Context: an optimization exercise on an open-source flow, tuned for small area, a short achievable clock period and few clock cycles. The choices shown serve that exercise and are no tape-out recipe.
At most, simulation tests tie the RTL to the original design; equivalence was not proved.
Function not checked in runs 4 and 5: the RTL went through the layout flow alone.
Power and IR drop assume default switching activity.

**flow/run.sh**
```bash
#!/bin/bash
# synth_recipe.tcl (not shown) runs the flow's synth.tcl, then flattens the netlist and writes it again
# the make line also repeats each setting of config.mk as NAME=value (left out here)
make -C /OpenROAD-flow-scripts/flow DESIGN_CONFIG=/design/flow/config.mk WORK_HOME=/design/flow/orfs CLKGATE_MAP_FILE= SYNTH_SCRIPT=/design/flow/synth_recipe.tcl finish
```
**flow/config.mk**
```make
export PLATFORM = sky130hd
export DESIGN_NAME = outline_to_path_commands
export DESIGN_NICKNAME = outline_to_path_commands
export VERILOG_FILES = /design/flow/design.v
export SDC_FILE = /design/flow/constraint.sdc
export NUM_CORES = 4
export LEC_CHECK = 0
export ABC_CLOCK_PERIOD_IN_PS = 2500
export CAP_MARGIN = 20
export CORE_MARGIN = 2
export CORE_UTILIZATION = 40
export SETUP_SLACK_MARGIN = 2.9
export SLEW_MARGIN = 20
```
**flow/constraint.sdc**
```tcl
create_clock -name core_clock -period 5.5 [get_ports {clk_i}]
set_input_delay 1.1000 -clock core_clock [delete_from_list [all_inputs] [get_ports {clk_i}]]
set_output_delay 1.1000 -clock core_clock [all_outputs]
set_load 0.01 [all_outputs]
```
**flow/design.v**
```verilog
`default_nettype none
module otpc_decode (
  input  wire logic         clk_i,
  input  wire logic         rst_ni,
  input  wire logic         acc_i,
  input  wire logic [15:0]  px_i,
  input  wire logic [15:0]  py_i,
  input  wire logic         on_i,
  input  wire logic         cubic_i,
  input  wire logic         cend_i,
  input  wire logic         oend_i,
  output logic              d_vld_o,    
  output logic [13:0]       d_desc_o,   
  output logic [1:0]        d_rem_o,    
  output logic              k0_conic_o,
  output logic              k0_cubic_o,
  output logic [31:0]       s_o,
  output logic [31:0]       p0_o,
  output logic [31:0]       p1_o,
  output logic [31:0]       x_o
);
  localparam logic [1:0] REM_NONE  = 2'd0;
  localparam logic [1:0] REM_CURVE = 2'd1;   
  localparam logic [1:0] REM_CLOSE = 2'd2;   
  localparam logic [1:0] REM_ERR   = 2'd3;   
  localparam logic [13:0] D_MOVE   = {3'd0, 2'd0, 4'b1000, 3'b000, 2'b00};
  localparam logic [13:0] D_LINE   = {3'd1, 2'd0, 4'b1000, 3'b000, 2'b00};
  localparam logic [13:0] D_QUADON = {3'd2, 2'd0, 4'b0010, 3'b100, 2'b00};
  localparam logic [13:0] D_QUADCC = {3'd2, 2'd0, 4'b0010, 3'b010, 2'b00};
  localparam logic [13:0] D_CUBIC  = {3'd3, 2'd0, 4'b0010, 3'b010, 2'b10};
  localparam logic [13:0] D_CLQUAD = {3'd2, 2'd0, 4'b1000, 3'b001, 2'b00};
  localparam logic [13:0] D_CLLINE = {3'd1, 2'd0, 4'b0001, 3'b000, 2'b00};
  localparam logic [13:0] D_ERRQ   = {3'd5, 2'd1, 4'b0000, 3'b000, 2'b00};
  localparam logic [13:0] D_ERRC   = {3'd5, 2'd2, 4'b0000, 3'b000, 2'b00};
  logic [15:0] sx_q, sy_q, p0x_q, p0y_q, p1x_q, p1y_q, xx_q, xy_q;
  logic k0n_q, k0c_q, k1c_q, k1o_q, k2o_q;
  logic open_q, drop_q;
  logic p_on, p_cub, p_con, endc;
  assign p_on  = on_i;
  assign p_cub = !on_i && cubic_i;
  assign p_con = !on_i && !cubic_i;
  assign endc  = cend_i | oend_i;
  logic [16:0] sum_x, sum_y, rnd_x, rnd_y;
  always_comb begin
    sum_x = {p0x_q[15], p0x_q} + {px_i[15], px_i};
    sum_y = {p0y_q[15], p0y_q} + {py_i[15], py_i};
    rnd_x = sum_x + {16'd0, sum_x[16]};
    rnd_y = sum_y + {16'd0, sum_y[16]};
  end
  logic        k0on;
  logic        err3q, err3c, err3;
  logic        cl_err;
  logic [13:0] cmd3;
  logic        has3;
  logic [13:0] clk_desc;
  assign k0on = !k0n_q && !k0c_q;
  always_comb begin
    err3q = k0n_q && p_cub;
    err3c = k0c_q && ((p_on && !(k1c_q && k2o_q)) || p_con || (p_cub && !k1o_q));
    err3  = err3q | err3c;
    has3  = 1'b1;
    cmd3  = D_LINE;
    if (k0n_q && p_on)                       cmd3 = D_QUADON;
    else if (k0n_q && p_con)                 cmd3 = D_QUADCC;
    else if (k0c_q && p_on)                  cmd3 = D_CUBIC;
    else if (k0on && p_on)                   cmd3 = D_LINE;
    else                                     has3 = 1'b0;
    cl_err = p_cub && !(open_q && k0c_q);
    if (p_con)      clk_desc = D_CLQUAD;
    else if (p_cub) clk_desc = D_ERRC;    
    else            clk_desc = D_CLLINE;
    d_vld_o  = 1'b0;
    d_desc_o = D_MOVE;
    d_rem_o  = REM_NONE;
    if (drop_q) begin
      d_vld_o = 1'b0;
    end else if (!open_q) begin
      d_vld_o  = 1'b1;
      d_desc_o = D_MOVE;
      if (endc) d_rem_o = cl_err ? REM_ERR : REM_CURVE;
    end else if (err3) begin
      d_vld_o  = 1'b1;
      d_desc_o = err3q ? D_ERRQ : D_ERRC;
    end else if (has3) begin
      d_vld_o  = 1'b1;
      d_desc_o = cmd3;
      if (endc) d_rem_o = cl_err ? REM_ERR : REM_CURVE;
    end else if (endc) begin
      d_vld_o = 1'b1;
      if (cl_err) begin
        d_desc_o = D_ERRC;
      end else begin
        d_desc_o = p_con ? D_CLQUAD : {3'd3, 2'd0, 4'b0100, 3'b100, 2'b01};
        d_rem_o  = REM_CLOSE;
      end
    end
  end
  always_ff @(posedge clk_i or negedge rst_ni) begin
    if (!rst_ni) begin
      open_q <= 1'b0;
      drop_q <= 1'b0;
    end else if (acc_i) begin
      if (drop_q) begin
        drop_q <= !oend_i;
      end else if (!open_q) begin
        open_q <= !endc;
        drop_q <= endc && cl_err && !oend_i;
      end else begin
        open_q <= !(err3 || endc);
        drop_q <= (err3 || (endc && cl_err)) && !oend_i;
      end
    end
  end
  always_ff @(posedge clk_i) begin
    if (acc_i) begin
      p0x_q <= px_i;
      p0y_q <= py_i;
      p1x_q <= k0n_q ? rnd_x[16:1] : p0x_q;
      p1y_q <= k0n_q ? rnd_y[16:1] : p0y_q;
      xx_q  <= k0n_q ? p0x_q : p1x_q;
      xy_q  <= k0n_q ? p0y_q : p1y_q;
      if (!open_q) begin
        sx_q  <= px_i;
        sy_q  <= py_i;
      end
      k0n_q <= p_con;
      k0c_q <= p_cub;
      k1c_q <= open_q && k0c_q;
      k1o_q <= !open_q || k0on || (k0n_q && p_con);
      k2o_q <= !open_q || k1o_q;
    end
  end
  assign k0_conic_o = k0n_q;
  assign k0_cubic_o = k0c_q;
  assign s_o  = {sx_q, sy_q};
  assign p0_o = {p0x_q, p0y_q};
  assign p1_o = {p1x_q, p1y_q};
  assign x_o  = {xx_q, xy_q};
endmodule
`default_nettype wire
`default_nettype none
module otpc_outbuf (
  input  wire logic         clk_i,
  input  wire logic         rst_ni,
  input  wire logic         acc_i,
  input  wire logic         d_vld_i,
  input  wire logic [13:0]  d_desc_i,
  input  wire logic [1:0]   d_rem_i,
  input  wire logic         k0_conic_i,
  input  wire logic         k0_cubic_i,
  input  wire logic [31:0]  s_i,
  input  wire logic [31:0]  p0_i,
  input  wire logic [31:0]  p1_i,
  input  wire logic [31:0]  x_i,
  output logic              more_o,     
  output logic              out_valid_o,
  input  wire logic         out_stall_i,
  output logic [2:0]        cmd_o,
  output logic [1:0]        err_o,
  output logic [31:0]       a_o,
  output logic [31:0]       b_o,
  output logic [31:0]       c_o,
  output logic              last_o
);
  localparam logic [1:0] REM_NONE  = 2'd0;
  localparam logic [1:0] REM_CURVE = 2'd1;
  localparam logic [1:0] REM_CLOSE = 2'd2;
  localparam logic [1:0] REM_ERR   = 2'd3;
  localparam logic [13:0] D_CLQUAD = {3'd2, 2'd0, 4'b1000, 3'b001, 2'b00};
  localparam logic [13:0] D_CLCUB  = {3'd3, 2'd0, 4'b0100, 3'b100, 2'b01};
  localparam logic [13:0] D_CLLINE = {3'd1, 2'd0, 4'b0001, 3'b000, 2'b00};
  localparam logic [13:0] D_CLOSE  = {3'd4, 2'd0, 4'b0000, 3'b000, 2'b00};
  localparam logic [13:0] D_ERRC   = {3'd5, 2'd2, 4'b0000, 3'b000, 2'b00};
  logic        vld_q;
  logic [1:0]  rem_q;
  logic [13:0] desc_q;
  logic        take;
  assign take = vld_q && !out_stall_i;
  always_ff @(posedge clk_i or negedge rst_ni) begin
    if (!rst_ni) begin
      vld_q <= 1'b0;
      rem_q <= REM_NONE;
    end else if (acc_i) begin
      vld_q <= d_vld_i;
      rem_q <= d_vld_i ? d_rem_i : REM_NONE;
    end else if (take) begin
      vld_q <= (rem_q != REM_NONE);
      case (rem_q)
        REM_CURVE: rem_q <= REM_CLOSE;
        default:   rem_q <= REM_NONE;
      endcase
    end
  end
  always_ff @(posedge clk_i) begin
    if (acc_i) begin
      desc_q <= d_desc_i;
    end else if (take) begin
      case (rem_q)
        REM_CURVE: desc_q <= k0_conic_i ? D_CLQUAD : (k0_cubic_i ? D_CLCUB : D_CLLINE);
        REM_CLOSE: desc_q <= D_CLOSE;
        default:   desc_q <= D_ERRC;
      endcase
    end
  end
  assign more_o      = (rem_q != REM_NONE);
  assign out_valid_o = vld_q;
  assign last_o      = (rem_q == REM_NONE);
  assign cmd_o       = desc_q[13:11];
  assign err_o       = desc_q[10:9];
  assign a_o = ({32{desc_q[8]}} & p0_i) | ({32{desc_q[7]}} & p1_i) |
               ({32{desc_q[6]}} & x_i)  | ({32{desc_q[5]}} & s_i);
  assign b_o = ({32{desc_q[4]}} & p0_i) | ({32{desc_q[3]}} & p1_i) |
               ({32{desc_q[2]}} & s_i);
  assign c_o = ({32{desc_q[1]}} & p0_i) | ({32{desc_q[0]}} & s_i);
endmodule
`default_nettype wire
`default_nettype none
module outline_to_path_commands (
  input  wire logic                 clk_i,
  input  wire logic                 rst_ni,
  input  wire logic                 in_valid_i,
  output logic                      in_stall_o,
  input  wire logic signed [15:0]   point_x_i,
  input  wire logic signed [15:0]   point_y_i,
  input  wire logic                 on_curve_i,
  input  wire logic                 cubic_control_i,
  input  wire logic                 contour_end_i,
  input  wire logic                 outline_end_i,
  output logic                      out_valid_o,
  input  wire logic                 out_stall_i,
  output logic [2:0]                command_o,
  output logic [1:0]                error_kind_o,
  output logic signed [15:0]        ax_o,
  output logic signed [15:0]        ay_o,
  output logic signed [15:0]        bx_o,
  output logic signed [15:0]        by_o,
  output logic signed [15:0]        cx_o,
  output logic signed [15:0]        cy_o,
  output logic                      run_last_o
);
  logic        acc;
  logic        more;
  logic        d_vld;
  logic [13:0] d_desc;
  logic [1:0]  d_rem;
  logic        k0_conic, k0_cubic;
  logic [31:0] s, p0, p1, x;
  logic [31:0] a, b, c;
  assign in_stall_o = more || (out_valid_o && out_stall_i);
  assign acc        = in_valid_i && !in_stall_o;
  otpc_decode u_decode (
    .clk_i      (clk_i),
    .rst_ni     (rst_ni),
    .acc_i      (acc),
    .px_i       (point_x_i),
    .py_i       (point_y_i),
    .on_i       (on_curve_i),
    .cubic_i    (cubic_control_i),
    .cend_i     (contour_end_i),
    .oend_i     (outline_end_i),
    .d_vld_o    (d_vld),
    .d_desc_o   (d_desc),
    .d_rem_o    (d_rem),
    .k0_conic_o (k0_conic),
    .k0_cubic_o (k0_cubic),
    .s_o        (s),
    .p0_o       (p0),
    .p1_o       (p1),
    .x_o        (x)
  );
  otpc_outbuf u_outbuf (
    .clk_i       (clk_i),
    .rst_ni      (rst_ni),
    .acc_i       (acc),
    .d_vld_i     (d_vld),
    .d_desc_i    (d_desc),
    .d_rem_i     (d_rem),
    .k0_conic_i  (k0_conic),
    .k0_cubic_i  (k0_cubic),
    .s_i         (s),
    .p0_i        (p0),
    .p1_i        (p1),
    .x_i         (x),
    .more_o      (more),
    .out_valid_o (out_valid_o),
    .out_stall_i (out_stall_i),
    .cmd_o       (command_o),
    .err_o       (error_kind_o),
    .a_o         (a),
    .b_o         (b),
    .c_o         (c),
    .last_o      (run_last_o)
  );
  assign ax_o = a[31:16];
  assign ay_o = a[15:0];
  assign bx_o = b[31:16];
  assign by_o = b[15:0];
  assign cx_o = c[31:16];
  assign cy_o = c[15:0];
endmodule
`default_nettype wire
```
==> impl_results.rst, run 1 <==
.. list-table::
   :header-rows: 1

   * - Metric
     - Value
   * - Run status
     - complete, no violations
   * - Count of max-cap constraint violations
     - 0
   * - GR Util All Layers
     - 0.2603
   * - Mux contribution to synthesized area
     - 0.04473
   * - Synthesized area
     - 9789 µm²
   * - Highest clock rate
     - 0.2667 GHz
   * - Setup clock skew after layout
     - 0.007346 ns
   * - Peak supply drop
     - 196.2 µV
   * - Synthesized flop and latch total
     - 151
   * - Clock Tree Root
     - clkbuf_16
   * - DR iter-0 viols
     - 942
   * - Setup CP Type
     - in -> reg
   * - Clock insertion delay at the later pin of the skew report
     - 0.43 ns
   * - Worst Path Arrival
     - 3.93 ns
   * - Number of nets with antenna violations after detailed routing
     - 0
   * - Clk sink count
     - 151
   * - Combined buffer and inverter count along the critical path
     - 4
   * - Top cells by area, synth
     - edfxtp_1 (45%), a22oi_1 (4.9%), ha_1 (4.9%)
   * - Minimum clock period
     - 3.749 ns
   * - Synth warnings
     - 2
   * - Placed wire-length estimate after detailed placement
     - 19.44 mm
   * - Fraction of the cycle the final worst path needs
     - 0.6816
   * - Number of global-route vias before repair
     - 8,615
   * - Placed Cells
     - 1,354
   * - Worst path top cell family by delay
     - compound AO/OA/AOI/OAI gates
   * - Worst-Margin Slew
     - 1.111 ns
   * - Clock tree from TritonCTS
     - done
   * - Global placer's final weighted congestion
     - 0.9145
   * - Largest net degree at the start of global routing
     - 89
   * - Ranking of synthesized cells by instance count
     - edfxtp_1 (146), nand2_1 (75), a22oi_1 (64)
   * - Slowest library cell on the worst path
     - xnor2_1
   * - Number of buffers on the longest clock path
     - 2
   * - Area of the core region
     - 24,180 µm²
   * - Number of failing setup endpoints in the final timing report
     - 0
   * - Die Wd
     - 160.4 µm
   * - Area share of fa/ha/maj cells after synthesis
     - 0.05266
   * - Req. time, crit path
     - 5.68 ns
   * - Fraction of layout cells with a size suffix above 1
     - 0.4394
   * - Library cell with the largest summed area after synthesis
     - edfxtp_1
   * - Initial cell density of the core
     - 0.4049
   * - Final net count
     - 1,266
   * - DP Area
     - 11,700 µm²
   * - H-tree depth
     - 4
   * - Number of antenna cells inserted
     - 0
   * - Cell type with the highest occurrence count on the critical path
     - buf_4
   * - Combinational family with the most area after synthesis
     - compound AO/OA/AOI/OAI gates
   * - Tightest hold margin
     - 0.5043 ns
   * - Area share of the largest cell type after synthesis
     - 0.4479
   * - Post-synth EDFFs
     - 146
   * - Detail-routed via count per cell
     - 5.936
   * - Slew headroom
     - 0.2592
   * - Number of antenna violations at the first check in global routing
     - 0
   * - Seq/Total Area, Yosys
     - 0.4606
   * - Post-detailed-route DRC marker count
     - 0
   * - Critical Path Max Stage Delay
     - 0.46 ns
   * - Number of standard-cell rows in the floorplan
     - 57
   * - Fraction of registers with async set/reset
     - 0.03311
   * - Routed WL
     - 34.31 mm
   * - Syn Inst Count
     - 929
   * - Detailed Routing Iterations Pass 1
     - 8
   * - Port bufs
     - 143
   * - Layout overhead on the synthesized area
     - 49.54%
   * - Simple-gate share of the synthesized area
     - 0.1290
   * - Setup repair after global routing missed its margin
     - yes
   * - Count of vias placed by the detailed router
     - 9,029
   * - Area fraction in compound gates after synthesis
     - 0.2251
   * - Sort of element at the end of the critical path
     - flop
   * - XOR/XNOR share of the synthesized area
     - 0.03847
   * - Summed negative setup slack over all endpoints
     - 0 ns
   * - Pre-CTS setup slack
     - 0.6687 ns
   * - Die Outline Area
     - 25,740 µm²
   * - Post-synth cell types
     - 86
   * - Cts bufs inserted
     - 17
   * - Hold Vio Cnt, Final
     - 0
   * - Critical path, cell by cell
     - buf_8, ha_4, inv_2, fa_2, nor2b_2, o31a_1, buf_4, buf_4, nor2_1, xnor2_1, nand3_4, o311ai_4, mux2_4, a221o_1
   * - Nets in the synthesized netlist
     - 1,009
   * - Clock-pin slew on the worst setup and hold paths
     - 0.07 ns
   * - Peak fanout along the critical path
     - 4
   * - Leakage component of the power
     - 0.005532 µW
   * - Class of the worst hold path
     - reg -> reg
   * - Power per cell area
     - 188.4 nW/µm²
   * - Setup slack of the critical path after layout
     - 1.751 ns
   * - # hold bufs at CTS
     - 0
   * - Count of final max-slew check failures
     - 0
   * - Routed length per placed instance
     - 22.55 µm
   * - Final non-filler cell area
     - 14,640 µm²
   * - First-pass GRT wire length
     - 51.41 mm
   * - Global-route congestion overflow total
     - 0
   * - Count of boundary I/O pins
     - 144
   * - Dominant register cell in the synthesized netlist
     - edfxtp_1
   * - Die Y-Extent
     - 160.4 µm
   * - Kind of launch point of the worst setup path
     - input port
   * - Most frequent cell after synthesis
     - edfxtp_1
   * - Synthesized area divided by synthesized cell count
     - 10.54 µm²
   * - Filler Cell Count
     - 1,925
   * - Filler-free cell count of the finished design
     - 1,521
==> area by class of cell <==
| class | count | area (µm²) | share of cell area |
|---|---|---|---|
| clock buffer | 18 | 429.2 | 0.02932 |
| clock inverter | 12 | 131.4 | 0.008974 |
| inverter | 60 | 229.0 | 0.01564 |
| multi-input combinational | 663 | 6020 | 0.4112 |
| sequential | 151 | 4511 | 0.3081 |
| tap | 324 | 405.4 | 0.02769 |
| timing repair buffer | 292 | 2909 | 0.1987 |
| timing repair inverter | 1 | 5.005 | 0.0003419 |
==> worst paths after layout <==
check                                                  from                            end  slack [ns]  cells past startpoint
worst max-delay path                           point_y_i[0]    u_decode.p1y_q[7]$_DFFE_PP_        1.75                     14
worst min-delay path            u_decode.drop_q$_DFFE_PN0P_     u_outbuf.vld_q$_DFFE_PN0P_        0.50                      1
worst max register to register  u_decode.p0y_q[0]$_DFFE_PP_    u_decode.p1y_q[7]$_DFFE_PP_        1.95                     13
worst min register to register  u_decode.drop_q$_DFFE_PN0P_     u_outbuf.vld_q$_DFFE_PN0P_        0.50                      1
max in group asynchronous                            rst_ni     u_outbuf.vld_q$_DFFE_PN0P_        4.38                      1
min in group asynchronous                            rst_ni  u_outbuf.rem_q[1]$_DFFE_PN0P_        0.90                      1
==> metrics by stage <==
step	total power [µW]	util
after global routing	2846	0.6055
final	2759	0.6055
after floorplan	1456	-
after global placement	1537	0.4827
after CTS	2733	0.5762
after detailed placement	1537	0.4839
==> worst reg2reg max path: cells and delay by family (launching register included) <==
family / cells / cell delay, ns
muxes: 1 / 0.32
DFF: 1 / 0.50
and+or+nand+nor: 3 / 0.39
buffers and inverters: 3 / 0.31
AOI/OAI and AO/OA: 3 / 0.74
xor gates and xnor gates: 1 / 0.46
adders and majority gates: 2 / 0.59
==> power breakdown <==
part	switching [µW]	total (µW)	internal, µW
clock	492	1150	663
combinational	183	349	166
sequential	0	1260	1260
total	675	2760	2080
==> routing by layer <==
metal	global-route usage	routed length, µm	share of wire
met5	0	0	0
met4	0.07699	872	0.025
met3	0.05036	2437	0.071
met2	0.4340	16990	0.50
met1	0.3455	14010	0.41
==> cells in the final DEF (no fill, tap or decap), drive strengths merged, types with 7 or more instances in the layout <==
cell           count
a22o              32
a21o              10
and2               8
ha                38
xnor2             30
edfxtp           146
nor2              61
a21oi             59
nand2             75
clkbuf            21
a22oi             64
a211oi             7
xor2              13
nand2b            11
and3               7
inv               60
dlygate4sd2       19
nand4             11
nor3              17
mux2              38
clkdlybuf4s50     10
o21ai             22
buf              254
nand3             23
a222oi            32
==> logic make-up (layout without fill, tap and decap cells) <==
group | count (synthesis) | count (layout)
adders and majority gates | 40 | 40
xor gates and xnor gates | 43 | 43
muxes | 39 | 39
buffers and inverters | 115 | 383
DFF | 151 | 151
and+or+nand+nor | 247 | 247
AOI/OAI and AO/OA | 294 | 294
==> flip-flops by register name (all words and copies together), names as in the netlist, 13 cells and up <==
register / flops
u_decode.p0y_q: 16
u_decode.p0x_q: 16
u_decode.sy_q: 16
u_decode.xy_q: 16
u_decode.xx_q: 16
u_outbuf.desc_q: 13
u_decode.p1x_q: 16
u_decode.sx_q: 16
u_decode.p1y_q: 16
==> repair_timing <==
action / in CTS / in global routing
resized for setup: 679 / 106
endpoints found under the setup margin: 256 / 130
setup buffers: 92 / 32
pin swaps: 93 / 84
cloned: 13 / 0
Testbench counts, summed over its fixed seeds: cycles 16,807.
==> run 2: changes to the inputs <==
--- a/flow/config.mk
+++ b/flow/config.mk
@@ -9,5 +9,4 @@
 export CAP_MARGIN = 20
 export CORE_MARGIN = 2
 export CORE_UTILIZATION = 40
-export SETUP_SLACK_MARGIN = 2.9
 export SLEW_MARGIN = 20
==> impl_results.rst, run 2 <==
.. list-table::
   :header-rows: 1

   * - Metric
     - Value
   * - Setup slack of the critical path after layout
     - 1.017 ns (-0.7346 ns)
   * - Clk sink count
     - 151 (unchanged)
   * - Final net count
     - 1,130 (-11%)
   * - Initial cell density of the core
     - 0.4049 (unchanged)
   * - Most frequent cells in the layout
     - edfxtp_1 (146), clkdlybuf4s50_1 (143), nand2_1 (75), a22oi_1 (64), nor2_1 (60)
   * - Post-synth cell types
     - 86 (unchanged)
   * - Area share of the largest cell type after synthesis
     - 0.4479 (unchanged)
   * - Number of gates given a new drive strength after cts
     - 0 (-100%)
   * - Synthesized area divided by synthesized cell count
     - 10.54 µm² (unchanged)
   * - Dominant register cell in the synthesized netlist
     - edfxtp_1
   * - Clock Tree Root
     - clkbuf_16
   * - Fraction of layout cells with a size suffix above 1
     - 0.1101 (-0.3294)
   * - Req. time, crit path
     - 5.69 ns (about the same)
   * - Filler Cell Count
     - 2,219 (+15%)
   * - Filler-free cell count of the finished design
     - 1,387 (-8.8%)
   * - Post-synth EDFFs
     - 146 (unchanged)
   * - Die Y-Extent
     - 160.4 µm (unchanged)
   * - # hold bufs at CTS
     - 0 (unchanged)
   * - Library cell with the largest summed area after synthesis
     - edfxtp_1
   * - Number of standard-cell rows in the floorplan
     - 57 (unchanged)
   * - Clock-pin slew on the worst setup and hold paths
     - 0.07 ns (about the same)
   * - Class of the worst hold path
     - reg -> reg
   * - Pre-CTS setup slack
     - 0.5680 ns (-0.1007 ns)
   * - Kind of launch point of the worst setup path
     - input port
   * - H-tree depth
     - 4 (unchanged)
   * - Clock tree from TritonCTS
     - done
   * - Die Wd
     - 160.4 µm (unchanged)
   * - Number of antenna cells inserted
     - 0 (unchanged)
   * - Synthesized area
     - 9789 µm² (unchanged)
   * - Setup CP Type
     - in -> reg
   * - Peak fanout along the critical path
     - 6 (+2)
   * - Number of antenna violations at the first check in global routing
     - 0 (unchanged)
   * - Number of buffers on the longest clock path
     - 2 (unchanged)
   * - Power per cell area
     - 225.7 nW/µm² (+20%)
   * - Synthesized flop and latch total
     - 151 (unchanged)
   * - Placed Cells
     - 1,355 (+0.074%)
   * - Port bufs
     - 143 (unchanged)
   * - Worst-Margin Slew
     - 1.155 ns (+0.04330 ns)
   * - Most frequent cell after synthesis
     - edfxtp_1
   * - Global placer's final weighted congestion
     - 0.9416 (+3.0%)
   * - Ranking of synthesized cells by instance count
     - edfxtp_1 (146), nand2_1 (75), a22oi_1 (64)
   * - Count of vias placed by the detailed router
     - 8,141 (-9.8%)
   * - Critical Path Max Stage Delay
     - 0.46 ns (about the same)
   * - Hold Vio Cnt, Final
     - 0 (unchanged)
   * - Setup clock skew after layout
     - 0.008700 ns (+0.001354 ns)
   * - Sort of element at the end of the critical path
     - flop
   * - Placed wire-length estimate after detailed placement
     - 18.75 mm (-3.6%)
   * - Peak supply drop
     - 197.3 µV (+0.54%)
   * - Worst path top cell family by delay
     - compound AO/OA/AOI/OAI gates
   * - DR iter-0 viols
     - 913 (-3.1%)
   * - Run status
     - complete, no violations
   * - Highest clock rate
     - 0.2230 GHz (-16%)
   * - Routed length per placed instance
     - 20.00 µm (-11%)
   * - Setup repair after global routing missed its margin
     - no
   * - Fraction of registers with async set/reset
     - 0.03311 (unchanged)
   * - Combined buffer and inverter count along the critical path
     - 2 (-2)
   * - Most frequent standard cell in the layout excluding fill and tap cells
     - edfxtp_1
   * - Minimum clock period
     - 4.483 ns (+0.7346 ns)
   * - Count of boundary I/O pins
     - 144 (unchanged)
   * - First-pass GRT wire length
     - 44.16 mm (-14%)
   * - Number of buffers added for setup after CTS
     - 0 (-100%)
   * - Slew headroom
     - 0.2303 (-0.02887)
   * - Detailed Routing Iterations Pass 1
     - 7 (-1)
   * - Top cells by area, synth
     - edfxtp_1 (45%), a22oi_1 (4.9%), ha_1 (4.9%)
   * - GR Util All Layers
     - 0.2180 (-0.04236)
   * - Fraction of the cycle the final worst path needs
     - 0.8152 (+0.1336)
   * - Detail-routed via count per cell
     - 5.870 (-1.1%)
   * - Post-detailed-route DRC marker count
     - 0 (unchanged)
   * - Cts bufs inserted
     - 17 (unchanged)
   * - Slowest library cell on the worst path
     - clkdlybuf4s50_1
   * - Number of failing setup endpoints in the final timing report
     - 0 (unchanged)
   * - Layout overhead on the synthesized area
     - 23.44%
   * - Leakage component of the power
     - 0.004406 µW (-20%)
   * - Die Outline Area
     - 25,740 µm² (unchanged)
   * - Clock insertion delay at the later pin of the skew report
     - 0.44 ns (about the same)
   * - Summed negative setup slack over all endpoints
     - 0 ns (unchanged)
   * - Tightest hold margin
     - 0.4937 ns (-0.01053 ns)
   * - Count of max-cap constraint violations
     - 0 (unchanged)
   * - Number of nets with antenna violations after detailed routing
     - 0 (unchanged)
   * - Critical path, cell by cell
     - clkdlybuf4s50_1, ha_1, inv_1, fa_1, nor2b_1, o31a_1, o2111a_2, o221a_2, nor2b_1, ha_1, and2_1, nand3_1, o311ai_1, mux2_2, a221o_1
   * - Synth warnings
     - 2 (unchanged)
   * - Nets in the synthesized netlist
     - 1,009 (unchanged)
   * - Seq/Total Area, Yosys
     - 0.4606 (unchanged)
   * - Count of final max-slew check failures
     - 0 (unchanged)
   * - Area of the core region
     - 24,180 µm² (unchanged)
   * - Largest net degree at the start of global routing
     - 65 (-27%)
   * - Worst Path Arrival
     - 4.67 ns (+0.74 ns)
   * - Syn Inst Count
     - 929 (unchanged)
   * - Final standard cell utilization of the core
     - 0.4998 (-0.1057)
   * - Number of global-route vias before repair
     - 7,984 (-7.3%)
   * - Routed WL
     - 27.74 mm (-19%)
   * - Global-route congestion overflow total
     - 0 (unchanged)
==> run 2: cell counts after synthesis <==
No cell type changed its count.
==> run 2: power breakdown <==
group          switching [µW]  internal, µW  leakage (µW)  total (µW)
logic                     136           111       0.00274         247
registers                   0          1260       0.00137        1260
clock network             507           717      0.000293        1220
total                     643          2080       0.00441        2730
==> run 2: routing by layer <==
| layer | part of all wire | vias to the layer above | track usage |
|---|---|---|---|
| met5 | 0 | - | 0 |
| met4 | 0.017 | 0 | 0.06839 |
| met3 | 0.069 | 35 | 0.04365 |
| met2 | 0.48 | 317 | 0.3593 |
| met1 | 0.44 | 3940 | 0.2901 |
| li1 | - | 3849 | - |
==> run 2: worst paths after layout <==
check	startpoint	end	slack [ns]	cells past startpoint
worst min register to register	u_decode.drop_q$_DFFE_PN0P_	u_outbuf.vld_q$_DFFE_PN0P_	0.49	1
max in group asynchronous	rst_ni	u_decode.open_q$_DFFE_PN0P_	4.41	1
min in group asynchronous	rst_ni	u_outbuf.rem_q[0]$_DFFE_PN0P_	0.89	1
worst max-delay path	point_y_i[0]	u_decode.p1y_q[7]$_DFFE_PP_	1.02	15
worst min-delay path	u_decode.drop_q$_DFFE_PN0P_	u_outbuf.vld_q$_DFFE_PN0P_	0.49	1
worst max register to register	u_decode.p0y_q[0]$_DFFE_PP_	u_decode.p1y_q[7]$_DFFE_PP_	1.64	14
==> run 2: final cells by class <==
class | count | area (µm²) | share of cell area
sequential | 151 | 4509 | 0.3732
inverter | 60 | 227.7 | 0.01884
tap | 324 | 405.4 | 0.03355
timing repair buffer | 157 | 1536 | 0.1271
clock inverter | 14 | 172.7 | 0.01429
multi-input combinational | 663 | 4803 | 0.3975
clock buffer | 18 | 429.2 | 0.03551
==> run 2: kinds of logic (layout without fill, tap and decap cells) <==
family                     after synthesis  count (layout)  synth area share
xor gates and xnor gates                43              43           0.03847
and+or+nand+nor                        247             247            0.1290
buffers and inverters                  115             249           0.04946
muxes                                   39              39           0.04473
DFF                                    151             151            0.4606
AOI/OAI and AO/OA                      294             294            0.2251
adders and majority gates               40              40           0.05266
==> run 2: through the flow <==
| stage | power [µW] | cell area [µm²] |
|---|---|---|
| 2_1_floorplan | 1445 | 9789 |
| 3_3_place_gp | 1526 | 11480 |
| 3_5_place_dp | 1525 | 11480 |
| 4_1_cts | 2747 | 12080 |
| 5_1_grt | 2807 | 12080 |
| 6_report | 2727 | 12080 |
==> run 3: changes to the inputs <==
--- a/flow/config.mk
+++ b/flow/config.mk
@@ -5,7 +5,6 @@
 export SDC_FILE = /design/flow/constraint.sdc
 export NUM_CORES = 4
 export LEC_CHECK = 0
-export ABC_CLOCK_PERIOD_IN_PS = 2500
 export CAP_MARGIN = 20
 export CORE_MARGIN = 2
 export CORE_UTILIZATION = 40
==> impl_results.rst, run 3 <==
.. list-table::
   :header-rows: 1

   * - Metric
     - Value
   * - Final net count
     - 1,130 (unchanged)
   * - Count of final max-slew check failures
     - 0 (unchanged)
   * - Die Outline Area
     - 25,740 µm² (unchanged)
   * - GR Util All Layers
     - 0.2180 (unchanged)
   * - Setup clock skew after layout
     - 0.008700 ns (unchanged)
   * - Class of the worst hold path
     - reg -> reg
   * - Layout overhead on the synthesized area
     - 23.44% (unchanged)
   * - Largest net degree at the start of global routing
     - 65 (unchanged)
   * - Detail-routed via count per cell
     - 5.870 (unchanged)
   * - Placed wire-length estimate after detailed placement
     - 18.75 mm (unchanged)
   * - Syn Inst Count
     - 929 (unchanged)
   * - Clock insertion delay at the later pin of the skew report
     - 0.44 ns (about the same)
   * - Die Wd
     - 160.4 µm (unchanged)
   * - Register-to-register setup slack
     - 1.64 ns (about the same)
   * - Synthesized area divided by synthesized cell count
     - 10.54 µm² (unchanged)
   * - Run status
     - complete, no violations
   * - Setup CP Type
     - in -> reg
   * - Number of buffers added for setup after CTS
     - 0 (unchanged)
   * - Number of gates given a new drive strength after cts
     - 0 (unchanged)
   * - Clock-pin slew on the worst setup and hold paths
     - 0.07 ns (about the same)
   * - Area of the core region
     - 24,180 µm² (unchanged)
   * - Peak fanout along the critical path
     - 6 (unchanged)
   * - Worst-Margin Slew
     - 1.155 ns (unchanged)
   * - Met2 Use GR
     - 0.3593 (unchanged)
   * - Minimum clock period
     - 4.483 ns (unchanged)
   * - Count of max-cap constraint violations
     - 0 (unchanged)
   * - Synthesized flop and latch total
     - 151 (unchanged)
   * - Count of boundary I/O pins
     - 144 (unchanged)
   * - Top cells by area, synth
     - edfxtp_1 (45%), a22oi_1 (4.9%), ha_1 (4.9%)
   * - Global-route congestion overflow total
     - 0 (unchanged)
   * - Launch instance of the worst min-delay path
     - u_decode.drop_q$_DFFE_PN0P_
   * - Hold depth
     - 1 (unchanged)
   * - Setup repair after global routing missed its margin
     - no
   * - Power per cell area
     - 225.7 nW/µm² (unchanged)
   * - Routed length per placed instance
     - 20.00 µm (unchanged)
   * - Area share of the largest cell type after synthesis
     - 0.4479 (unchanged)
   * - Post-synth EDFFs
     - 146 (unchanged)
   * - First-pass GRT wire length
     - 44.16 mm (unchanged)
   * - Ranking of synthesized cells by instance count
     - edfxtp_1 (146), nand2_1 (75), a22oi_1 (64)
   * - Number of antenna cells inserted
     - 0 (unchanged)
   * - Critical Path Max Stage Delay
     - 0.46 ns (about the same)
   * - Routed WL
     - 27.74 mm (unchanged)
   * - Global placer's final weighted congestion
     - 0.9416 (unchanged)
   * - Met3 track utilization from global routing
     - 0.04365 (unchanged)
   * - Kind of launch point of the worst setup path
     - input port
   * - Post-synth cell types
     - 86 (unchanged)
   * - Clock tree from TritonCTS
     - done
   * - Most frequent standard cell in the layout excluding fill and tap cells
     - edfxtp_1
   * - Die Y-Extent
     - 160.4 µm (unchanged)
   * - Fraction of the cycle the final worst path needs
     - 0.8152 (unchanged)
   * - Cts bufs inserted
     - 17 (unchanged)
   * - Number of antenna violations at the first check in global routing
     - 0 (unchanged)
   * - Hold endpoint
     - u_outbuf.vld_q$_DFFE_PN0P_
   * - # hold bufs at CTS
     - 0 (unchanged)
   * - Met1 track demand over resource in global routing
     - 0.2901 (unchanged)
   * - Highest-utilization routing layer at the global route stage
     - met2
   * - Clock Tree Root
     - clkbuf_16
   * - Fraction of layout cells with a size suffix above 1
     - 0.1101 (unchanged)
   * - H-tree depth
     - 4 (unchanged)
   * - Fraction of registers with async set/reset
     - 0.03311 (unchanged)
   * - Dominant register cell in the synthesized netlist
     - edfxtp_1
   * - Most frequent cell after synthesis
     - edfxtp_1
   * - Number of global-route vias before repair
     - 7,984 (unchanged)
   * - Worst Path Arrival
     - 4.67 ns (about the same)
   * - Clk sink count
     - 151 (unchanged)
   * - Nets in the synthesized netlist
     - 1,009 (unchanged)
   * - Final standard cell utilization of the core
     - 0.4998 (unchanged)
   * - Library cell with the largest summed area after synthesis
     - edfxtp_1
   * - Detailed Routing Iterations Pass 1
     - 7 (unchanged)
   * - Synth warnings
     - 2 (unchanged)
   * - Number of nets with antenna violations after detailed routing
     - 0 (unchanged)
   * - Port bufs
     - 143 (unchanged)
   * - Number of buffers on the longest clock path
     - 2 (unchanged)
   * - Synthesized area
     - 9789 µm² (unchanged)
   * - DR iter-0 viols
     - 913 (unchanged)
   * - Highest clock rate
     - 0.2230 GHz (unchanged)
   * - Sort of element at the end of the critical path
     - flop
   * - Number of standard-cell rows in the floorplan
     - 57 (unchanged)
   * - Seq/Total Area, Yosys
     - 0.4606 (unchanged)
   * - Critical path, cell by cell
     - clkdlybuf4s50_1, ha_1, inv_1, fa_1, nor2b_1, o31a_1, o2111a_2, o221a_2, nor2b_1, ha_1, and2_1, nand3_1, o311ai_1, mux2_2, a221o_1
   * - Leakage component of the power
     - 0.004406 µW (unchanged)
   * - Hold Vio Cnt, Final
     - 0 (unchanged)
   * - Req. time, crit path
     - 5.69 ns (about the same)
   * - Initial cell density of the core
     - 0.4049 (unchanged)
   * - Peak supply drop
     - 197.3 µV (unchanged)
   * - Count of vias placed by the detailed router
     - 8,141 (unchanged)
   * - Post-detailed-route DRC marker count
     - 0 (unchanged)
   * - Startpoint of the worst register-to-register path
     - u_decode.p0y_q[0]$_DFFE_PP_
   * - Most frequent cells in the layout
     - edfxtp_1 (146), clkdlybuf4s50_1 (143), nand2_1 (75), a22oi_1 (64), nor2_1 (60)
   * - Number of failing setup endpoints in the final timing report
     - 0 (unchanged)
   * - Slowest library cell on the worst path
     - clkdlybuf4s50_1
   * - Worst R2R Path Depth
     - 14 (unchanged)
   * - Slew headroom
     - 0.2303 (unchanged)
   * - Critical register-to-register path endpoint
     - u_decode.p1y_q[7]$_DFFE_PP_
   * - Summed negative setup slack over all endpoints
     - 0 ns (unchanged)
## run 3: cell counts in the layout (fill, tap and decap cells not counted)
Identical to the previous run, type by type.
## run 3: routing by layer
layer | up-vias | part of all wire
li1 | 3849 | -
met5 | - | 0
met3 | 35 | 0.069
met4 | 0 | 0.017
met2 | 317 | 0.48
met1 | 3940 | 0.44
## run 3: cell type report
| type | instances | area [µm²] |
|---|---|---|
| Clock buffer | 18 | 429.2 |
| Clock inverter | 14 | 172.7 |
| Fill cell | 2219 | 12090 |
| Inverter | 60 | 227.7 |
| Multi-Input combinational cell | 663 | 4803 |
| Sequential cell | 151 | 4509 |
| Tap cell | 324 | 405.4 |
| Timing Repair Buffer | 157 | 1536 |
## run 3: power by group
part	internal (µW)	switching (µW)	total, µW
Clock	717	507	1220
Sequential	1260	0	1260
Combinational	111	136	247
## run 3: worst max-delay path, delay by kind of cell
kind / cells / cell delay (ns)
multiplexers: 1 / 0.37
AND/OR/NAND/NOR: 4 / 0.47
AO/OA/AOI/OAI: 5 / 1.54
buffers and inverters: 2 / 0.54
adder cells (fa/ha/maj): 3 / 0.67
## run 3: through the flow
stage,cells,power [µW],area [µm²],setup WS [ns],hold WS (ns)
6_report,1387,2727,12080,1.017,0.4937
5_1_grt,1387,2807,12080,0.7295,0.5131
4_1_cts,1387,2747,12080,1.033,0.4913
3_5_place_dp,1355,1525,11480,0.5680,0.4813
3_3_place_gp,1355,1526,11480,0.6741,0.4818
2_1_floorplan,929,1445,9789,1.099,0.4609
## run 3: worst max path at each step
stage / slack (ns) / start / to
after floorplan: 1.10 / out_stall_i / u_outbuf.rem_q[1]$_DFFE_PN0P_
after global placement: 0.67 / point_y_i[0] / u_decode.p1y_q[7]$_DFFE_PP_
final: 1.02 / point_y_i[0] / u_decode.p1y_q[7]$_DFFE_PP_
after global routing: 0.73 / point_x_i[0] / u_decode.p1x_q[13]$_DFFE_PP_
after CTS: 1.03 / point_y_i[0] / u_decode.p1y_q[7]$_DFFE_PP_
after detailed placement: 0.57 / point_y_i[0] / u_decode.p1y_q[7]$_DFFE_PP_
## run 3: cell families after synthesis
family                   after synthesis  synth area share
AO/OA/AOI/OAI                        294            0.2251
XOR/XNOR                              43           0.03847
adder cells (fa/ha/maj)               40           0.05266
buffers and inverters                115           0.04946
flip-flops                           151            0.4606
multiplexers                          39           0.04473
AND/OR/NAND/NOR                      247            0.1290
==> run 4: changes to the inputs <==
--- a/flow/design.v
+++ b/flow/design.v
@@ -40,13 +40,31 @@
   assign p_cub = !on_i && cubic_i;
   assign p_con = !on_i && !cubic_i;
   assign endc  = cend_i | oend_i;
-  logic [16:0] sum_x, sum_y, rnd_x, rnd_y;
-  always_comb begin
-    sum_x = {p0x_q[15], p0x_q} + {px_i[15], px_i};
-    sum_y = {p0y_q[15], p0y_q} + {py_i[15], py_i};
-    rnd_x = sum_x + {16'd0, sum_x[16]};
-    rnd_y = sum_y + {16'd0, sum_y[16]};
-  end
+  function automatic logic [15:0] midpoint(input logic [15:0] a, input logic [15:0] b);
+    logic [15:0] t, g, pp, gn, pn;
+    logic        t16, neg;
+    t   = a ^ b;
+    g   = a & b;
+    pp  = t;
+    t16 = a[15] ^ b[15];
+    for (int d = 1; d < 16; d = d * 2) begin
+      gn = g;
+      pn = pp;
+      for (int i = d; i < 16; i++) begin
+        gn[i] = g[i] | (pp[i] & g[i-d]);
+        pn[i] = pp[i] & pp[i-d];
+      end
+      g  = gn;
+      pp = pn;
+    end
+    neg = t16 ^ g[15];
+    for (int j = 0; j < 16; j++) begin
+      midpoint[j] = ((j == 15) ? t16 : t[j+1]) ^ (g[j] | (pp[j] & neg));
+    end
+  endfunction
+  logic [15:0] mx, my;
+  assign mx = midpoint(p0x_q, px_i);
+  assign my = midpoint(p0y_q, py_i);
   logic        k0on;
   logic        err3q, err3c, err3;
   logic        cl_err;
@@ -115,8 +133,8 @@
     if (acc_i) begin
       p0x_q <= px_i;
       p0y_q <= py_i;
-      p1x_q <= k0n_q ? rnd_x[16:1] : p0x_q;
-      p1y_q <= k0n_q ? rnd_y[16:1] : p0y_q;
+      p1x_q <= k0n_q ? mx : p0x_q;
+      p1y_q <= k0n_q ? my : p0y_q;
       xx_q  <= k0n_q ? p0x_q : p1x_q;
       xy_q  <= k0n_q ? p0y_q : p1y_q;
       if (!open_q) begin
@@ -174,6 +192,8 @@
   logic        vld_q;
   logic [1:0]  rem_q;
   logic [13:0] desc_q;
+  logic [13:0] desc_d;
+  logic [8:0]  sely_n_q;   
   logic        take;
   assign take = vld_q && !out_stall_i;
   always_ff @(posedge clk_i or negedge rst_ni) begin
@@ -191,27 +211,39 @@
       endcase
     end
   end
-  always_ff @(posedge clk_i) begin
+  always_comb begin
+    desc_d = desc_q;
     if (acc_i) begin
-      desc_q <= d_desc_i;
+      desc_d = d_desc_i;
     end else if (take) begin
       case (rem_q)
-        REM_CURVE: desc_q <= k0_conic_i ? D_CLQUAD : (k0_cubic_i ? D_CLCUB : D_CLLINE);
-        REM_CLOSE: desc_q <= D_CLOSE;
-        default:   desc_q <= D_ERRC;
+        REM_CURVE: desc_d = k0_conic_i ? D_CLQUAD : (k0_cubic_i ? D_CLCUB : D_CLLINE);
+        REM_CLOSE: desc_d = D_CLOSE;
+        default:   desc_d = D_ERRC;
       endcase
     end
   end
+  always_ff @(posedge clk_i) begin
+    desc_q   <= desc_d;
+    sely_n_q <= ~desc_d[8:0];
+  end
   assign more_o      = (rem_q != REM_NONE);
   assign out_valid_o = vld_q;
   assign last_o      = (rem_q == REM_NONE);
   assign cmd_o       = desc_q[13:11];
   assign err_o       = desc_q[10:9];
-  assign a_o = ({32{desc_q[8]}} & p0_i) | ({32{desc_q[7]}} & p1_i) |
-               ({32{desc_q[6]}} & x_i)  | ({32{desc_q[5]}} & s_i);
-  assign b_o = ({32{desc_q[4]}} & p0_i) | ({32{desc_q[3]}} & p1_i) |
-               ({32{desc_q[2]}} & s_i);
-  assign c_o = ({32{desc_q[1]}} & p0_i) | ({32{desc_q[0]}} & s_i);
+  logic [8:0] sy;
+  assign sy = ~sely_n_q;
+  assign a_o[31:16] = ({16{desc_q[8]}} & p0_i[31:16]) | ({16{desc_q[7]}} & p1_i[31:16]) |
+                      ({16{desc_q[6]}} & x_i[31:16])  | ({16{desc_q[5]}} & s_i[31:16]);
+  assign b_o[31:16] = ({16{desc_q[4]}} & p0_i[31:16]) | ({16{desc_q[3]}} & p1_i[31:16]) |
+                      ({16{desc_q[2]}} & s_i[31:16]);
+  assign c_o[31:16] = ({16{desc_q[1]}} & p0_i[31:16]) | ({16{desc_q[0]}} & s_i[31:16]);
+  assign a_o[15:0]  = ({16{sy[8]}} & p0_i[15:0]) | ({16{sy[7]}} & p1_i[15:0]) |
+                      ({16{sy[6]}} & x_i[15:0])  | ({16{sy[5]}} & s_i[15:0]);
+  assign b_o[15:0]  = ({16{sy[4]}} & p0_i[15:0]) | ({16{sy[3]}} & p1_i[15:0]) |
+                      ({16{sy[2]}} & s_i[15:0]);
+  assign c_o[15:0]  = ({16{sy[1]}} & p0_i[15:0]) | ({16{sy[0]}} & s_i[15:0]);
 endmodule
 `default_nettype wire
 `default_nettype none
--- a/flow/config.mk
+++ b/flow/config.mk
@@ -8,4 +8,5 @@
 export CAP_MARGIN = 20
 export CORE_MARGIN = 2
 export CORE_UTILIZATION = 40
+export SETUP_SLACK_MARGIN = 2.9
 export SLEW_MARGIN = 20
==> impl_results.rst, run 4 <==
.. list-table::
   :header-rows: 1

   * - Metric
     - Value
   * - DP Area
     - 11,320 µm² (-1.4%)
   * - Number of antenna cells inserted
     - 0 (unchanged)
   * - Hold endpoint
     - u_outbuf.rem_q[1]$_DFFE_PN0P_
   * - Startpoint of the worst register-to-register path
     - u_decode.p0x_q[15]$_DFFE_PP_
   * - Fraction of the cycle the final worst path needs
     - 0.5206 (-0.2946)
   * - Largest net degree at the start of global routing
     - 62 (-4.6%)
   * - Placed wire-length estimate after detailed placement
     - 17.92 mm (-4.4%)
   * - Die Y-Extent
     - 156.5 µm (-2.5%)
   * - Die Outline Area
     - 24,490 µm² (-4.9%)
   * - Area share of the largest cell type after synthesis
     - 0.4456 (-0.002272)
   * - Post-synth EDFFs
     - 138 (-5.5%)
   * - Final non-filler cell area
     - 14,080 µm² (+17%)
   * - Final net count
     - 1,260 (+12%)
   * - Routed WL
     - 31.73 mm (+14%)
   * - Summed negative setup slack over all endpoints
     - 0 ns (unchanged)
   * - Setup clock skew after layout
     - 0.009445 ns (+0.0007450 ns)
   * - Power per cell area
     - 193.7 nW/µm² (-14%)
   * - Count of final max-slew check failures
     - 0 (unchanged)
   * - DR iter-0 viols
     - 688 (-25%)
   * - Slew headroom
     - 0.4448 (+0.2145)
   * - Run status
     - complete, no violations
   * - Peak supply drop
     - 195.6 µV (-0.85%)
   * - Syn Inst Count
     - 890 (-4.2%)
   * - Top cells by area, synth
     - edfxtp_1 (45%), ha_1 (4.7%), inv_1 (4.4%)
   * - Synthesized area divided by synthesized cell count
     - 10.45 µm² (-0.83%)
   * - H-tree depth
     - 4 (unchanged)
   * - Global-route congestion overflow total
     - 0 (unchanged)
   * - Setup CP Type
     - in -> reg
   * - Launch instance of the worst min-delay path
     - u_outbuf.rem_q[1]$_DFFE_PN0P_
   * - Nets in the synthesized netlist
     - 965 (-4.4%)
   * - Number of nets with antenna violations after detailed routing
     - 0 (unchanged)
   * - Hold Vio Cnt, Final
     - 0 (unchanged)
   * - Port bufs
     - 143 (unchanged)
   * - Seq/Total Area, Yosys
     - 0.4978 (+0.03715)
   * - Initial cell density of the core
     - 0.4095 (+0.004626)
   * - Dominant register cell in the synthesized netlist
     - edfxtp_1
   * - Most frequent cells in the layout
     - buf_4 (144), edfxtp_1 (138), inv_1 (99), buf_2 (66), nand2_1 (61)
   * - Synthesized area
     - 9300 µm² (-5.0%)
   * - Number of buffers on the longest clock path
     - 2 (unchanged)
   * - Register-to-register setup slack
     - 2.77 ns (+1.13 ns)
   * - Req. time, crit path
     - 5.69 ns (about the same)
   * - Number of standard-cell rows in the floorplan
     - 55 (-3.5%)
   * - Setup repair after global routing missed its margin
     - yes
   * - # hold bufs at CTS
     - 0 (unchanged)
   * - Clock tree from TritonCTS
     - done
   * - Area of the core region
     - 22,710 µm² (-6.1%)
   * - Hold depth
     - 2 (+1)
   * - Detailed Routing Iterations Pass 1
     - 6 (-1)
   * - Global placer's final weighted congestion
     - 0.9092 (-3.4%)
   * - Worst R2R Path Depth
     - 9 (-5)
   * - Filler Cell Count
     - 1,814 (-18%)
   * - Count of boundary I/O pins
     - 144 (unchanged)
   * - Fraction of registers with async set/reset
     - 0.03106 (-0.002057)
   * - Fraction of layout cells with a size suffix above 1
     - 0.4608 (+0.3507)
   * - Number of failing setup endpoints in the final timing report
     - 0 (unchanged)
   * - Synth warnings
     - 2 (unchanged)
   * - Critical path, cell by cell
     - buf_8, ha_4, or3b_4, a221oi_4, o22ai_2, o21bai_4, o211ai_1, xor2_1, mux2_4
   * - Worst-Margin Slew
     - 0.8328 ns (-0.3217 ns)
   * - Leakage component of the power
     - 0.005920 µW (+34%)
   * - Clock Tree Root
     - clkbuf_16
   * - Sort of element at the end of the critical path
     - flop
   * - Class of the worst hold path
     - reg -> reg
   * - Routed length per placed instance
     - 21.39 µm (+7.0%)
   * - Clock-pin slew on the worst setup and hold paths
     - 0.07 ns (about the same)
   * - Highest clock rate
     - 0.3492 GHz (+57%)
   * - Cts bufs inserted
     - 17 (unchanged)
   * - Most frequent cell after synthesis
     - edfxtp_1
   * - Worst Path Arrival
     - 3.05 ns (-1.62 ns)
   * - First-pass GRT wire length
     - 47.73 mm (+8.1%)
   * - Slowest library cell on the worst path
     - or3b_4
   * - Count of max-cap constraint violations
     - 0 (unchanged)
   * - Ranking of synthesized cells by instance count
     - edfxtp_1 (138), inv_1 (109), nand2_1 (67)
   * - Peak fanout along the critical path
     - 6 (unchanged)
   * - Number of global-route vias before repair
     - 8,538 (+6.9%)
   * - Library cell with the largest summed area after synthesis
     - edfxtp_1
   * - Layout overhead on the synthesized area
     - 51.38%
   * - Kind of launch point of the worst setup path
     - input port
   * - GR Util All Layers
     - 0.2559 (+0.03788)
   * - Synthesized flop and latch total
     - 161 (+6.6%)
   * - Critical register-to-register path endpoint
     - u_decode.p1x_q[7]$_DFFE_PP_
   * - Detail-routed via count per cell
     - 5.837 (-0.55%)
   * - Post-detailed-route DRC marker count
     - 0 (unchanged)
   * - Post-synth cell types
     - 80 (-7.0%)
   * - Count of vias placed by the detailed router
     - 8,657 (+6.3%)
   * - Critical Path Max Stage Delay
     - 0.38 ns (-0.08 ns)
   * - Minimum clock period
     - 2.863 ns (-1.620 ns)
   * - Number of antenna violations at the first check in global routing
     - 0 (unchanged)
   * - Most frequent standard cell in the layout excluding fill and tap cells
     - buf_4
   * - Clock insertion delay at the later pin of the skew report
     - 0.43 ns (about the same)
   * - Die Wd
     - 156.5 µm (-2.5%)
   * - Clk sink count
     - 161 (+6.6%)
## run 4: changes by cell type after synthesis, sizes merged, moves of 18 or more
| cell | delta |
|---|---|
| nor2 | -34 |
| dfxtp | +18 |
| inv | +49 |
| xnor2 | -21 |
| o21ai | +23 |
| o22ai | +31 |
| a21oi | -27 |
## run 4: metrics by stage
stage / instances / util / setup WS, ns / total power [µW] / hold WS, ns
2_1_floorplan: 890 / - / 1.485 / 1464 / 0.5007
3_3_place_gp: 1265 / 0.4986 / 1.713 / 1529 / 0.5266
3_5_place_dp: 1265 / 0.4986 / 1.659 / 1530 / 0.5420
4_1_cts: 1465 / 0.5988 / 2.686 / 2719 / 0.5570
5_1_grt: 1483 / 0.6199 / 2.587 / 2807 / 0.5758
6_report: 1483 / 0.6199 / 2.637 / 2727 / 0.5512
## run 4: worst max path at each step
stage	start	cells past startpoint	slack (ns)	endpoint
2_1_floorplan	out_stall_i	9	1.49	u_outbuf.desc_q[4]$_DFF_P_
3_3_place_gp	point_y_i[2]	9	1.71	u_decode.p1y_q[3]$_DFFE_PP_
3_5_place_dp	point_y_i[2]	9	1.66	u_decode.p1y_q[3]$_DFFE_PP_
4_1_cts	point_x_i[15]	9	2.69	u_decode.p1x_q[7]$_DFFE_PP_
5_1_grt	point_x_i[15]	9	2.59	u_decode.p1x_q[7]$_DFFE_PP_
6_report	point_x_i[15]	9	2.64	u_decode.p1x_q[7]$_DFFE_PP_
## run 4: critical path: cells and delay by family
kind	cells	cell delay (ns)
compound gates	4	0.84
xor+xnor	1	0.10
fa+ha+maj	1	0.26
buf+inv	1	0.10
mux	1	0.26
simple gates	1	0.38
## run 4: layout make-up
type | instances | area [µm²] | share of cell area
timing repair inverter | 1 | 5.005 | 0.0003555
inverter | 109 | 429.2 | 0.03048
sequential | 161 | 4692 | 0.3333
clock buffer | 18 | 429.2 | 0.03048
multi-input combinational | 562 | 5238 | 0.3720
clock inverter | 14 | 131.4 | 0.009332
tap | 285 | 356.6 | 0.02533
timing repair buffer | 333 | 2798 | 0.1987
## run 4: power breakdown
group | switching (µW) | internal [µW]
combinational | 126 | 137
clock | 525 | 629
sequential | 0 | 1310
## run 4: per-layer routing
| layer | global-route usage | up-vias | share of wire |
|---|---|---|---|
| met1 | 0.3192 | 4224 | 0.41 |
| met4 | 0.1044 | 0 | 0.037 |
| met5 | 0 | - | 0 |
| met2 | 0.4395 | 375 | 0.49 |
| li1 | - | 3982 | - |
| met3 | 0.04486 | 76 | 0.064 |
## run 4: what timing repair did
action,in CTS,in global routing
setup buffers,168,17
endpoints found under the setup margin,236,109
pin swaps,99,73
gates cloned,0,1
gates resized for setup,540,142
## run 4: logic make-up (layout without fill, tap and decap cells)
group,after synthesis,after routing,synth area share
simple gates,169,169,0.08839
flops,161,161,0.4978
fa+ha+maj,35,35,0.04709
mux,29,29,0.03458
buf+inv,167,475,0.07036
compound gates,316,316,0.2496
xor+xnor,13,13,0.01224
==> run 5: changes to the inputs <==
--- a/flow/config.mk
+++ b/flow/config.mk
@@ -8,5 +8,5 @@
 export CAP_MARGIN = 20
 export CORE_MARGIN = 2
 export CORE_UTILIZATION = 40
-export SETUP_SLACK_MARGIN = 2.9
+export SETUP_SLACK_MARGIN = 2.4
 export SLEW_MARGIN = 20
==> impl_results.rst, run 5 <==
.. list-table::
   :header-rows: 1

   * - Metric
     - Value
   * - Run status
     - complete, no violations
   * - Post-synth EDFFs
     - 138 (unchanged)
   * - Switching Power
     - 597.8 µW (-8.1%)
   * - Setup clock skew after layout
     - 0.009769 ns (+0.0003238 ns)
   * - Dominant register cell in the synthesized netlist
     - edfxtp_1
   * - Number of global-route vias before repair
     - 7,666 (-10%)
   * - Fraction of layout cells with a size suffix above 1
     - 0.1922 (-0.2686)
   * - Setup repair after global routing missed its margin
     - yes
   * - Synthesized area
     - 9300 µm² (unchanged)
   * - Count of vias placed by the detailed router
     - 7,789 (-10%)
   * - Most frequent cells in the layout
     - edfxtp_1 (138), inv_1 (105), clkdlybuf4s50_1 (101), nand2_1 (65), a22oi_1 (49)
   * - Setup CP Type
     - reg -> out
   * - Seq pwr share
     - 0.483 (+0.002)
   * - Routed length per placed instance
     - 20.47 µm (-4.3%)
   * - Syn Inst Count
     - 890 (unchanged)
   * - Highest clock rate
     - 0.3285 GHz (-5.9%)
   * - Hold Vio Cnt, Final
     - 0 (unchanged)
   * - Class of the worst hold path
     - reg -> reg
   * - DR iter-0 viols
     - 671 (-2.5%)
   * - Die Y-Extent
     - 156.5 µm (unchanged)
   * - Peak supply drop
     - 207.6 µV (+6.2%)
   * - Clk sink count
     - 161 (unchanged)
   * - Number of nets with antenna violations after detailed routing
     - 0 (unchanged)
   * - Clock Tree Root
     - clkbuf_16
   * - Fraction of the cycle the final worst path needs
     - 0.5534 (+0.03282)
   * - Cts bufs inserted
     - 17 (unchanged)
   * - Clock insertion delay at the later pin of the skew report
     - 0.42 ns (about the same)
   * - Kind of launch point of the worst setup path
     - flop
   * - Count of boundary I/O pins
     - 144 (unchanged)
   * - # hold bufs at CTS
     - 0 (unchanged)
   * - Clock tree from TritonCTS
     - done
   * - GR Util All Layers
     - 0.2255 (-0.03037)
   * - Initial cell density of the core
     - 0.4095 (unchanged)
   * - Summed negative setup slack over all endpoints
     - 0 ns (unchanged)
   * - Layout overhead on the synthesized area
     - 33.57%
   * - Worst Path Arrival
     - 1.94 ns (-1.11 ns)
   * - Leakage component of the power
     - 0.004874 µW (-18%)
   * - Most frequent cell after synthesis
     - edfxtp_1
   * - Worst-Margin Slew
     - 1.129 ns (+0.2962 ns)
   * - Die Outline Area
     - 24,490 µm² (unchanged)
   * - DP Area
     - 11,000 µm² (-2.8%)
   * - Clock power share
     - 0.443 (+0.020)
   * - Register-to-register setup slack
     - 2.82 ns (+0.05 ns)
   * - Final net count
     - 1,108 (-12%)
   * - Global-route congestion overflow total
     - 0 (unchanged)
   * - Synthesized area divided by synthesized cell count
     - 10.45 µm² (unchanged)
   * - Count of final max-slew check failures
     - 0 (unchanged)
   * - Cell Int Power
     - 2128 µW (+2.5%)
   * - Number of antenna violations at the first check in global routing
     - 0 (unchanged)
   * - Detailed Routing Iterations Pass 1
     - 7 (+1)
   * - Synthesized flop and latch total
     - 161 (unchanged)
   * - First-pass GRT wire length
     - 42.64 mm (-11%)
   * - Slowest library cell on the worst path
     - clkdlybuf4s50_1
   * - Critical Path Max Stage Delay
     - 0.55 ns (+0.17 ns)
   * - Switching Share
     - 0.2193 (-0.01925)
   * - Count of max-cap constraint violations
     - 0 (unchanged)
   * - Synth warnings
     - 2 (unchanged)
   * - Minimum clock period
     - 3.044 ns (+0.1805 ns)
   * - Most frequent standard cell in the layout excluding fill and tap cells
     - edfxtp_1
   * - Ranking of synthesized cells by instance count
     - edfxtp_1 (138), inv_1 (109), nand2_1 (67)
   * - Placed wire-length estimate after detailed placement
     - 17.52 mm (-2.2%)
   * - Global placer's final weighted congestion
     - 0.8702 (-4.3%)
   * - Number of buffers on the longest clock path
     - 2 (unchanged)
   * - Sort of element at the end of the critical path
     - output pin
   * - Detail-routed via count per cell
     - 5.852 (+0.25%)
   * - Library cell with the largest summed area after synthesis
     - edfxtp_1
   * - Clock-pin slew on the worst setup and hold paths
     - 0.07 ns (about the same)
   * - Die Wd
     - 156.5 µm (unchanged)
   * - Post-synth cell types
     - 80 (unchanged)
   * - Nets in the synthesized netlist
     - 965 (unchanged)
   * - Combined buffer and inverter count along the critical path
     - 3 (+2)
   * - Post-detailed-route DRC marker count
     - 0 (unchanged)
   * - Peak fanout along the critical path
     - 9 (+3)
   * - Fraction of registers with async set/reset
     - 0.03106 (unchanged)
   * - Top cells by area, synth
     - edfxtp_1 (45%), ha_1 (4.7%), inv_1 (4.4%)
   * - Worst path top cell family by delay
     - buffers and inverters
   * - Area share of the largest cell type after synthesis
     - 0.4456 (unchanged)
   * - Req. time, crit path
     - 4.40 ns (-1.29 ns)
   * - Routed WL
     - 27.24 mm (-14%)
   * - Area of the core region
     - 22,710 µm² (unchanged)
   * - Number of failing setup endpoints in the final timing report
     - 0 (unchanged)
   * - Slew headroom
     - 0.2445 (-0.2003)
   * - Largest net degree at the start of global routing
     - 97 (+56%)
   * - Combinational Power Share
     - 0.073 (-0.023)
   * - Number of standard-cell rows in the floorplan
     - 55 (unchanged)
   * - H-tree depth
     - 4 (unchanged)
   * - Filler Cell Count
     - 1,998 (+10%)
   * - Port bufs
     - 143 (unchanged)
   * - Power per cell area
     - 219.5 nW/µm² (+13%)
   * - Final non-filler cell area
     - 12,420 µm² (-12%)
   * - Seq/Total Area, Yosys
     - 0.4978 (unchanged)
   * - Critical path, cell by cell
     - clkinvlp_4, buf_12, a22oi_1, o221ai_1, clkdlybuf4s50_1
   * - Number of antenna cells inserted
     - 0 (unchanged)
## run 5: cell families (layout without fill, tap and decap cells)
family / after synthesis / after routing / synth area share
multiplexers: 29 / 29 / 0.03458
adder cells (fa/ha/maj): 35 / 35 / 0.04709
AND/OR/NAND/NOR: 169 / 169 / 0.08839
flip-flops: 161 / 161 / 0.4978
buffers and inverters: 167 / 323 / 0.07036
XOR/XNOR: 13 / 13 / 0.01224
AO/OA/AOI/OAI: 316 / 316 / 0.2496
## run 5: power groups by stage
stage          combinational (µW)  sequential [µW]  clock [µW]
2_1_floorplan                 102             1350           0
5_1_grt                       220             1320        1270
4_1_cts                       190             1320        1220
6_report                      200             1320        1210
3_3_place_gp                  164             1350           0
3_5_place_dp                  165             1350           0
## run 5: final timing paths
check	from	cells after the start	to
min in group asynchronous	rst_ni	1	u_outbuf.vld_q$_DFFE_PN0P_
max in group asynchronous	rst_ni	1	u_decode.drop_q$_DFFE_PN0P_
hold reg to reg	u_decode.k1o_q$_DFFE_PP_	1	u_decode.k2o_q$_DFFE_PP_
setup / recovery	u_outbuf.sely_n_q[8]$_DFF_P_	5	ay_o[13]
hold / removal	u_decode.k1o_q$_DFFE_PP_	1	u_decode.k2o_q$_DFFE_PP_
setup reg to reg	u_decode.p0x_q[15]$_DFFE_PP_	8	u_decode.p1x_q[7]$_DFFE_PP_
## run 5: area by class of cell
type                    instances  area (µm²)  area share
flip-flops and latches        161        4657      0.3749
multi-input cells             562        4624      0.3723
repair buffers                182        1764      0.1420
clock buffers                  18       429.2     0.03455
inverters                     109       425.4     0.03425
well taps                     285       356.6     0.02871
clock inverters                14       165.2     0.01330
## run 5: what timing repair did
| item | 4_1_cts | 5_1_grt |
|---|---|---|
| setup buffers | 22 | 12 |
| setup endpoints to repair | 140 | 46 |
| resized for setup | 105 | 40 |
| hold endpoints to repair | 0 | 0 |
| pin swaps | 24 | 20 |
## run 5: metrics by stage
step	power (µW)	setup WS [ns]	utilization	instances	hold WS [ns]
after floorplan	1448	1.485	-	890	0.5007
after global placement	1509	1.575	0.4846	1264	0.5270
after detailed placement	1510	1.583	0.4846	1264	0.5345
after CTS	2731	2.313	0.5361	1318	0.5531
after global routing	2809	2.368	0.5470	1331	0.5726
final	2726	2.456	0.5470	1331	0.5394
## run 5: metal layers
metal | track usage | vias up | wire, µm | part of all wire
li1 | - | 3675 | - | -
met1 | 0.3080 | 3790 | 11940 | 0.44
met2 | 0.3692 | 283 | 13000 | 0.48
met3 | 0.03517 | 41 | 1655 | 0.061
met4 | 0.07121 | 0 | 648 | 0.024
met5 | 0 | - | 0 | 0

[afterwards: timing with drivers on the ports]
No port has a modelled driver above. Below, the same layouts with a new extraction and two added sets of constraints.
Step 1 (the two cells are an assumption about what drives the block):
set clk [get_ports {clk_i}]
set_driving_cell -lib_cell sky130_fd_sc_hd__clkbuf_16 $clk
set_driving_cell -lib_cell sky130_fd_sc_hd__buf_2 [delete_from_list [all_inputs] $clk]
Step 2, shift: input delay + t, output delay - t, t = (earliest + latest rising clock arrival at the registers) / 2. This alone moves slack from input paths to output paths.
a / b / c = ideal ports / drivers / drivers and shift; a / b = the first two.
run	t, ns	slack for setup (ns)	worst setup path at the end	worst data-port slew with drivers (ns)
run 1	0.475	1.751 / 1.749 / 1.274	input to register	0.06
run 2	0.475	1.017 / 1.035 / 0.560	input to register	0.06
run 3	0.475	1.017 / 1.035 / 0.560	input to register	0.06
run 4	0.476	2.637 / 2.645 / 2.168	input to register	0.06
run 5	0.467	2.456 / 2.410 / 2.021	input to register	0.07
After both steps setup and hold are still met in every run listed. For run 1, which loses most, drivers alone change the setup slack by -0.002 ns; drivers and shift together by -0.477 ns.
